Context: an optimization exercise on an open-source flow, tuned for small area, a short achievable clock period and few clock cycles per item. The choices shown serve that exercise and are no tape-out recipe.
In this exercise RTL edits were held to simulation tests only and were not proved equivalent to the original.
Power and IR drop assume default switching activity.

==> run a: inputs <==
// lenet_top
module lenet_top
(
    input  logic               clk,
    input  logic               rst,
    input  logic               start,
    input  logic [graph_w-1:0] graph,
    input  logic               load_we,
    input  logic               load_bank,
    input  logic [addr_w-1:0]  load_addr,
    input  logic [data_w-1:0]  load_data,
    output logic [num_labels*data_w-1:0] result,
    output logic               done
);
==> flow/config.mk <==
export PLATFORM = sky130hd
export DESIGN_NAME = lenet_top
export DESIGN_NICKNAME = lenet_top
export VERILOG_FILES = /design/flow/design.v
export SDC_FILE = /design/flow/constraint.sdc
export NUM_CORES = 4
export LEC_CHECK = 0
export CAP_MARGIN = 20
export CORE_MARGIN = 2
export CORE_UTILIZATION = 40
export CTS_CLUSTER_DIAMETER = 80
export CTS_CLUSTER_SIZE = 25
export PLACE_DENSITY = 0.75
export SETUP_SLACK_MARGIN = 4.3
export SLEW_MARGIN = 20
==> flow/constraint.sdc <==
create_clock -name core_clock -period 7.0 [get_ports {clk}]
set_input_delay 1.4000 -clock core_clock [delete_from_list [all_inputs] [get_ports {clk}]]
set_output_delay 1.4000 -clock core_clock [all_outputs]
set_load 0.01 [all_outputs]
run.sh (not shown) runs the stock make flow with config.mk's settings and CLKGATE_MAP_FILE= SYNTH_SCRIPT=/design/flow/synth_recipe.tcl, a recipe that flattens the netlist after the stock synthesis.
==> run b (differences from run a) <==
--- a/flow/design.v
+++ b/flow/design.v
@@ -162,30 +162,30 @@
                 st_idle:
                     if (start)
                     begin
                         rd_g   <= graph;
                         rd_cnt <= 6'd0;
                         if (fast_ok)
                         begin
                             state    <= st_wait;
-                            wait_cnt <= 3'd2;
+                            wait_cnt <= 3'd3;
                         end
                         else
                             state <= st_replay;
                     end
                 st_replay:
                 begin
                     rd_v   <= 1'b1;
                     rd_k   <= rd_cnt;
                     rd_cnt <= rd_cnt + 6'd1;
                     if (rd_cnt == 6'd63)
                     begin
                         state    <= st_wait;
-                        wait_cnt <= 3'd4;
+                        wait_cnt <= 3'd5;
                     end
                 end
                 st_wait:
                 begin
                     if (wait_cnt == 3'd0)
                     begin
                         state <= st_done;
                         done  <= 1'b1;
@@ -311,23 +311,22 @@
     assign half_a = half_w'(pp[0]) + (half_w'(pp[1]) <<< 2);
     assign half_b = half_w'(pp[2]) + (half_w'(pp[3]) <<< 2);
     logic signed [half_w-1:0] a_q, b_q;
     always_ff @(posedge clk)
     begin
         a_q <= half_a;
         b_q <= half_b;
     end
+    localparam int prod_w = 2 * data_w;
+    logic signed [prod_w-1:0] p_q;
+    always_ff @(posedge clk)
+        p_q <= prod_w'(a_q) + (prod_w'(b_q) <<< 4);
     logic signed [acc_w-1:0] acc_a, acc_b, sum;
-    logic [acc_w-1:0] op_a, op_b, cs_s, cs_c;
-    assign op_a = acc_w'(a_q);
-    assign op_b = acc_w'(b_q) <<< 4;
-    assign cs_s = acc_b ^ op_a ^ op_b;
-    assign cs_c = ((acc_b & op_a) | (acc_b & op_b) | (op_a & op_b)) << 1;
-    assign sum  = cs_s + cs_c;
+    assign sum = acc_b + acc_w'(p_q);
     always_ff @(posedge clk)
     begin
         if (init)
         begin
             acc_a <= acc_w'($signed({bias_hi, 4'b0}));
             acc_b <= acc_w'($signed({bias_lo, 4'b0}));
         end
         else if (add)
@@ -455,17 +454,17 @@
         .clk(clk), .in_v(feed_v), .in_k(feed_k), .in_px(feed_px),
         .pooled(pooled), .pooled_neg(pooled_neg), .pooled_idx(pooled_idx), .pooled_v(pooled_v)
     );
     logic                               win_end;
     logic [2*fc_in-1:0]                 wsel;
     logic [num_macs-1:0][data_w-1:0]    w_sel;
     logic [num_macs-1:0][3*data_w/2-1:0] digits;
     logic                               hi_phase, add, init;
-    logic                               pv1;
+    logic                               pv1, pv2;
     assign win_end = feed_v && feed_k[0] && feed_k[3];
     always_ff @(posedge clk)
     begin
         if (feed_v && feed_k == 6'd0)
             wsel <= (2*fc_in)'(1);
         else if (win_end || hi_phase)
             wsel <= {wsel[2*fc_in-2:0], wsel[2*fc_in-1]};
         hi_phase <= win_end;
@@ -492,17 +491,18 @@
                 b1 = w_sel[j][2*d];
                 b0 = (d == 0) ? 1'b0 : w_sel[j][2*d-1];
                 digits[j][3*d+2] <= b2 && !(b1 && b0);
                 digits[j][3*d+1] <= (b2 && !b1 && !b0) || (!b2 && b1 && b0);
                 digits[j][3*d]   <= b1 ^ b0;
             end
         end
         pv1  <= pooled_v;
-        add  <= pooled_v || pv1;
+        pv2  <= pv1;
+        add  <= pv1 || pv2;
         init <= feed_v && feed_k == 6'd8;
     end
     for (genvar j = 0; j < num_macs; j++)
     begin : g_mac
         fc_layer u_fc (
             .clk(clk), .x(pooled), .nx(pooled_neg), .digits(digits[j]),
             .init(init), .add(add),
             .bias_lo(wt[bias_base + j]), .bias_hi(wt[bias_base + j + num_macs]),
CTS_CLUSTER_DIAMETER = 100   (was 80)
CTS_CLUSTER_SIZE = 20   (was 25)
PLACE_DENSITY = unset   (was 0.75)
==> results.json <==
{
  "vias": 101000,
  "seq_area_sq_mm": 0.122,
  "hpwlAfterDp_um": 290000,
  "power_clock_uw": 14600,
  "synthToLayoutAreaGrowth_pct": 11.4,
  "post_cts_buffers": 135,
  "post_drt_wl_per_cell_um": 32.3,
  "outcome": "finished clean",
  "multi_input_area_sq_mm": 0.0407
}
the above is filed under run b

==> results.json <==
{
  "multi_input_area_sq_mm": 0.0416,
  "vias": 101000,
  "post_cts_buffers": 96,
  "power_clock_uw": 13200,
  "seq_area_sq_mm": 0.120,
  "post_drt_wl_per_cell_um": 31.5,
  "outcome": "finished clean"
}
the above is filed under run a

Testbench counts of run a, summed over its fixed seeds: cycles 13,248, inferences 192.
Testbench counts of run b, summed over its fixed seeds: cycles 13,440, inferences 192.

==> v30 <==
lenet_top, a different RTL version from the one above (not shown whole).
==> module lenet_top, before the edit <==
module lenet_top
(
    input  logic               clk,
    input  logic               rst,
    input  logic               start,
    input  logic [graph_w-1:0] graph,
    input  logic               load_we,
    input  logic               load_bank,
    input  logic [addr_w-1:0]  load_addr,
    input  logic [data_w-1:0]  load_data,
    output logic [num_labels*data_w-1:0] result,
    output logic               done
);
    logic [num_groups-1:0]             grp_we;
    logic [num_groups-1:0][data_w-1:0] grp_data;
    logic [7:0]                        addr_lo, addr_hi;
    bank_switch u_load (
        .clk(clk), .load_we(load_we), .load_bank(load_bank),
        .load_addr(load_addr), .load_data(load_data),
        .grp_we(grp_we), .grp_data(grp_data), .addr_lo(addr_lo), .addr_hi(addr_hi)
    );
    logic [input_depth-1:0][data_w-1:0]  img;
    logic [weight_depth-1:0][data_w-1:0] wt;
    logic [num_groups*64-1:0][data_w-1:0] gmem;
    for (genvar g = 0; g < num_groups; g++)
    begin : g_ram
        byte_ram #(.depth(g < num_groups - 1 ? 64 : weight_depth - 128)) u_ram (
            .clk(clk), .we(grp_we[g]), .addr_lo(addr_lo), .addr_hi(addr_hi),
            .wdata(grp_data[g]),
            .mem(gmem[64*g +: (g < num_groups - 1 ? 64 : weight_depth - 128)])
        );
    end
    assign img = gmem[0 +: input_depth];
    assign wt  = gmem[input_depth +: weight_depth];
    logic               stream_v, rd_v;
    logic [graph_w-1:0] rd_g;
    logic [5:0]         rd_cnt, rd_k;
    logic               rd_load;
    layer_sequencer u_sequencer (
        .clk(clk), .rst(rst), .start(start), .graph(graph),
        .load_we(load_we), .load_bank(load_bank), .load_addr(load_addr),
        .stream_v(stream_v), .rd_g(rd_g), .rd_cnt(rd_cnt),
        .rd_v(rd_v), .rd_k(rd_k), .rd_load(rd_load), .done(done)
    );
    logic [data_w-1:0]       rd_px;
    logic [15:0]             rd_col, rd_row;
    logic [15:0][data_w-1:0] rd_part;
    logic [data_w-1:0]       rd_sel;
    always_comb
    begin
        for (int b = 0; b < 16; b++)
        begin
            rd_part[b] = '0;
            for (int a = 0; a < 16; a++)
                rd_part[b] = rd_part[b] | (img[16 * b + a] & {data_w{rd_col[a]}});
        end
        rd_sel = '0;
        for (int b = 0; b < 16; b++)
            rd_sel = rd_sel | (rd_part[b] & {data_w{rd_row[b]}});
    end
    always_ff @(posedge clk)
    begin
        rd_px <= rd_sel;
        if (rd_load)
        begin
            rd_col <= 16'd1;
            rd_row <= 16'(1) << {graph, 2'b00};
        end
        else
        begin
            rd_col <= {rd_col[14:0], rd_col[15]};
            if (rd_col[15])
                rd_row <= {rd_row[14:0], rd_row[15]};
        end
    end
    logic              feed_v;
    logic [5:0]        feed_k;
    logic [data_w-1:0] feed_px;
    assign feed_v  = stream_v || rd_v;
    assign feed_k  = rd_v ? rd_k : load_addr[5:0];
    assign feed_px = rd_v ? rd_px : load_data;
    logic [data_w-1:0] pooled;
    logic [data_w:0]   pooled_neg;
    logic [3:0]        pooled_idx;
    logic              pooled_v;
    max_pool u_max_pool (
        .clk(clk), .in_v(feed_v), .in_k(feed_k), .in_px(feed_px),
        .pooled(pooled), .pooled_neg(pooled_neg), .pooled_idx(pooled_idx), .pooled_v(pooled_v)
    );
    logic                               win_end;
    logic [2*fc_in-1:0]                 wsel;
    logic [num_macs-1:0][data_w-1:0]    w_sel;
    logic [num_macs-1:0][3*data_w/2-1:0] digits;
    logic                               hi_phase, add, init;
    logic                               pv1, pv2;
    assign win_end = feed_v && feed_k[0] && feed_k[3];
    always_ff @(posedge clk)
    begin
        if (feed_v && feed_k == 6'd0)
            wsel <= (2*fc_in)'(1);
        else if (win_end || hi_phase)
            wsel <= {wsel[2*fc_in-2:0], wsel[2*fc_in-1]};
        hi_phase <= win_end;
    end
    always_comb
    begin
        for (int j = 0; j < num_macs; j++)
        begin
            w_sel[j] = '0;
            for (int i = 0; i < fc_in; i++)
                w_sel[j] = w_sel[j]
                         | (wt[weight_base + fc_in * j + i] & {data_w{wsel[2*i]}})
                         | (wt[weight_base + fc_in * (j + num_macs) + i] & {data_w{wsel[2*i+1]}});
        end
    end
    always_ff @(posedge clk)
    begin
        for (int j = 0; j < num_macs; j++)
        begin
            for (int d = 0; d < data_w / 2; d++)
            begin
                logic b2, b1, b0;
                b2 = w_sel[j][2*d+1];
                b1 = w_sel[j][2*d];
                b0 = (d == 0) ? 1'b0 : w_sel[j][2*d-1];
                digits[j][3*d+2] <= b2 && !(b1 && b0);
                digits[j][3*d+1] <= (b2 && !b1 && !b0) || (!b2 && b1 && b0);
                digits[j][3*d]   <= b1 ^ b0;
            end
        end
        pv1  <= pooled_v;
        pv2  <= pv1;
        add  <= pv1 || pv2;
        init <= feed_v && feed_k == 6'd8;
    end
    for (genvar j = 0; j < num_macs; j++)
    begin : g_mac
        fc_layer u_fc (
            .clk(clk), .x(pooled), .nx(pooled_neg), .digits(digits[j]),
            .init(init), .add(add),
            .bias_lo(wt[bias_base + j]), .bias_hi(wt[bias_base + j + num_macs]),
            .score_lo(result[data_w*j +: data_w]),
            .score_hi(result[data_w*(j+num_macs) +: data_w])
        );
    end
endmodule
clock: 7.0 ns
lec_check: 0
cap_margin: 20
core_margin: 2
core_utilization: 40
cts_cluster_diameter: 100
cts_cluster_size: 20
setup_slack_margin: 4
slew_margin: 20
==> v28: changes against v30 <==
--- a/flow/design.v
+++ b/flow/design.v
@@ -278,16 +278,17 @@
 module fc_layer
 (
     input  logic                     clk,
     input  logic [data_w-1:0]        x,         
     input  logic [data_w:0]          nx,        
     input  logic [3*data_w/2-1:0]    digits,    
     input  logic                     init,      
     input  logic                     add,       
+    input  logic                     hold,      
     input  logic [data_w-1:0]        bias_lo,
     input  logic [data_w-1:0]        bias_hi,
     output logic [data_w-1:0]        score_lo,
     output logic [data_w-1:0]        score_hi
 );
     localparam int pp_w   = data_w + 2;
     localparam int half_w = data_w + 4;
     logic signed [pp_w-1:0]   pp [data_w/2];
@@ -335,18 +336,21 @@
             acc_b <= acc_a;
         end
     end
     logic [data_w-1:0] clamp_lo, clamp_hi;
     result_gather u_clamp_lo (.acc(acc_b), .score(clamp_lo));
     result_gather u_clamp_hi (.acc(acc_a), .score(clamp_hi));
     always_ff @(posedge clk)
     begin
-        score_lo <= clamp_lo;
-        score_hi <= clamp_hi;
+        if (!hold)
+        begin
+            score_lo <= clamp_lo;
+            score_hi <= clamp_hi;
+        end
     end
 endmodule
 `timescale 1ns/1ps
 import lenet_pkg::*;
 module result_gather
 (
     input  logic signed [acc_w-1:0] acc,
     output logic [data_w-1:0]       score
@@ -451,17 +455,17 @@
     max_pool u_max_pool (
         .clk(clk), .in_v(feed_v), .in_k(feed_k), .in_px(feed_px),
         .pooled(pooled), .pooled_neg(pooled_neg), .pooled_idx(pooled_idx), .pooled_v(pooled_v)
     );
     logic                               win_end;
     logic [2*fc_in-1:0]                 wsel;
     logic [num_macs-1:0][data_w-1:0]    w_sel;
     logic [num_macs-1:0][3*data_w/2-1:0] digits;
-    logic                               hi_phase, add, init;
+    logic                               hi_phase, add, hold, init;
     logic                               pv1, pv2;
     assign win_end = feed_v && feed_k[0] && feed_k[3];
     always_ff @(posedge clk)
     begin
         if (feed_v && feed_k == 6'd0)
             wsel <= (2*fc_in)'(1);
         else if (win_end || hi_phase)
             wsel <= {wsel[2*fc_in-2:0], wsel[2*fc_in-1]};
@@ -491,21 +495,22 @@
                 digits[j][3*d+2] <= b2 && !(b1 && b0);
                 digits[j][3*d+1] <= (b2 && !b1 && !b0) || (!b2 && b1 && b0);
                 digits[j][3*d]   <= b1 ^ b0;
             end
         end
         pv1  <= pooled_v;
         pv2  <= pv1;
         add  <= pv1 || pv2;
+        hold <= pv2;
         init <= feed_v && feed_k == 6'd8;
     end
     for (genvar j = 0; j < num_macs; j++)
     begin : g_mac
         fc_layer u_fc (
             .clk(clk), .x(pooled), .nx(pooled_neg), .digits(digits[j]),
-            .init(init), .add(add),
+            .init(init), .add(add), .hold(hold),
             .bias_lo(wt[bias_base + j]), .bias_hi(wt[bias_base + j + num_macs]),
             .score_lo(result[data_w*j +: data_w]),
             .score_hi(result[data_w*(j+num_macs) +: data_w])
         );
     end
 endmodule
- CTS_CLUSTER_DIAMETER: 100 -> unset
- CTS_CLUSTER_SIZE: 20 -> unset
==> v12: changes against v30 <==
--- a/flow/design.v
+++ b/flow/design.v
@@ -403,34 +403,35 @@
     logic               rd_load;
     layer_sequencer u_sequencer (
         .clk(clk), .rst(rst), .start(start), .graph(graph),
         .load_we(load_we), .load_bank(load_bank), .load_addr(load_addr),
         .stream_v(stream_v), .rd_g(rd_g), .rd_cnt(rd_cnt),
         .rd_v(rd_v), .rd_k(rd_k), .rd_load(rd_load), .done(done)
     );
     logic [data_w-1:0]       rd_px;
+    logic [1:0][data_w-1:0]  rd_half;
     logic [15:0]             rd_col, rd_row;
     logic [15:0][data_w-1:0] rd_part;
-    logic [data_w-1:0]       rd_sel;
+    logic [1:0][data_w-1:0]  rd_sel;
     always_comb
     begin
         for (int b = 0; b < 16; b++)
         begin
             rd_part[b] = '0;
             for (int a = 0; a < 16; a++)
                 rd_part[b] = rd_part[b] | (img[16 * b + a] & {data_w{rd_col[a]}});
         end
         rd_sel = '0;
         for (int b = 0; b < 16; b++)
-            rd_sel = rd_sel | (rd_part[b] & {data_w{rd_row[b]}});
+            rd_sel[b / 8] = rd_sel[b / 8] | (rd_part[b] & {data_w{rd_row[b]}});
     end
     always_ff @(posedge clk)
     begin
-        rd_px <= rd_sel;
+        rd_half <= rd_sel;
         if (rd_load)
         begin
             rd_col <= 16'd1;
             rd_row <= 16'(1) << {graph, 2'b00};
         end
         else
         begin
             rd_col <= {rd_col[14:0], rd_col[15]};
@@ -438,16 +439,17 @@
                 rd_row <= {rd_row[14:0], rd_row[15]};
         end
     end
     logic              feed_v;
     logic [5:0]        feed_k;
     logic [data_w-1:0] feed_px;
     assign feed_v  = stream_v || rd_v;
     assign feed_k  = rd_v ? rd_k : load_addr[5:0];
+    assign rd_px   = rd_half[0] | rd_half[1];
     assign feed_px = rd_v ? rd_px : load_data;
     logic [data_w-1:0] pooled;
     logic [data_w:0]   pooled_neg;
     logic [3:0]        pooled_idx;
     logic              pooled_v;
     max_pool u_max_pool (
         .clk(clk), .in_v(feed_v), .in_k(feed_k), .in_px(feed_px),
         .pooled(pooled), .pooled_neg(pooled_neg), .pooled_idx(pooled_idx), .pooled_v(pooled_v)
- SETUP_SLACK_MARGIN: 4 -> 4.3
==> qor summary <==
|  | v12 | v28 | v30 |
|---|---|---|---|
| Run status | finished clean | finished clean | finished clean |
| Clock buf count | 386 | 516 | 347 |
| Endpoint kind of the worst setup timing path | primary output | flip-flop | flip-flop |
| Num CTS Buffers | 234 | 412 | 239 |
| CP Data Required Time | 5600 ps | 7580 ps | 7880 ps |
| Critical Path Max Stage Delay | 410 ps | 1130 ps | 460 ps |
| Final Instance Area | 0.1831 mm^2 | 0.1868 mm^2 | 0.1784 mm^2 |
| Portion of total power attributed to sequential cells | 0.539 | 0.478 | 0.543 |
| Placer's final routability congestion estimate | 0.8622 | 0.8698 | 0.8653 |
| Category of the critical setup timing path | reg -> out | reg -> reg | reg -> reg |
| Post-CTS resize count | 782 | 419 | 373 |
| Number of distinct standard cells referenced by the synthesized netlist | 99 | 75 | 83 |
| Ant diodes | 43 | 64 | 19 |
| Cell Pwr Density | 295.8 mW/mm^2 | 329.0 mW/mm^2 | 302.2 mW/mm^2 |
| Number of antenna violations at the first check in global routing | 52 | 52 | 49 |
| Multi-input gate area | 0.04137 mm^2 | 0.03927 mm^2 | 0.03907 mm^2 |
| Worst reg-to-reg path cell count | 16 | 2 | 8 |
| GRT met2 Usage | 0.3750 | 0.3767 | 0.3888 |
| Tap cells | 5,451 | 5,451 | 5,428 |
| Maximum fanout along the worst path | 2 | 32 | 81 |
| Power attributed to the clock group | 14.4 mW | 22.2 mW | 14.7 mW |
| Hold WS | 329.2 ps | 325.8 ps | 304.3 ps |
Testbench counts of v30, summed over its fixed seeds: cycles 13,440, inferences 192.
Testbench counts of v28, summed over its fixed seeds: cycles 13,440, inferences 192.
Testbench counts of v12, summed over its fixed seeds: cycles 13,440, inferences 192.

## re-timing with driven ports
In the flow no input, the clock included, has a driving cell. The finished layouts below were timed again as built, in two steps.
Step 1 assumes that a clkbuf_16 drives the clock port and a buf_2 every other input.
Step 2 adds t to the input delays and takes it off the output delays; t is the mean of the earliest and latest rising clock arrival at the registers after step 1. Input paths then give back, and output paths get back, about the clock's delay inside the block.
Three values: no drivers, after step 1, after step 2; two values: the first two.
| run | t (ns) | setup slack, ns | clock arrival spread, ns | worst register clock-pin slew, ns | worst data-port slew with drivers (ns) |
|---|---|---|---|---|---|
| run a | 1.068 | 4.099 / 4.047 / 3.287 | 0.127 / 0.127 | 0.11 / 0.11 | 0.18 |
| run b | 1.091 | 4.020 / 4.020 / 2.998 | 0.087 / 0.087 | 0.09 / 0.09 | 0.27 |
| v30 | 1.078 | 3.939 / 3.871 / 2.958 | 0.176 / 0.176 | 0.09 / 0.09 | 0.27 |
| v28 | 1.098 | 3.956 / 3.950 / 2.852 | 0.128 / 0.128 | 0.07 / 0.07 | 0.37 |
| v12 | 1.066 | 4.065 / 3.956 / 3.126 | 0.119 / 0.119 | 0.09 / 0.09 | 0.39 |
After both steps setup and hold are still met in every run listed. The setup slack of v28, which loses most, moves by -0.006 ns with the drivers and by -1.104 ns with both steps.
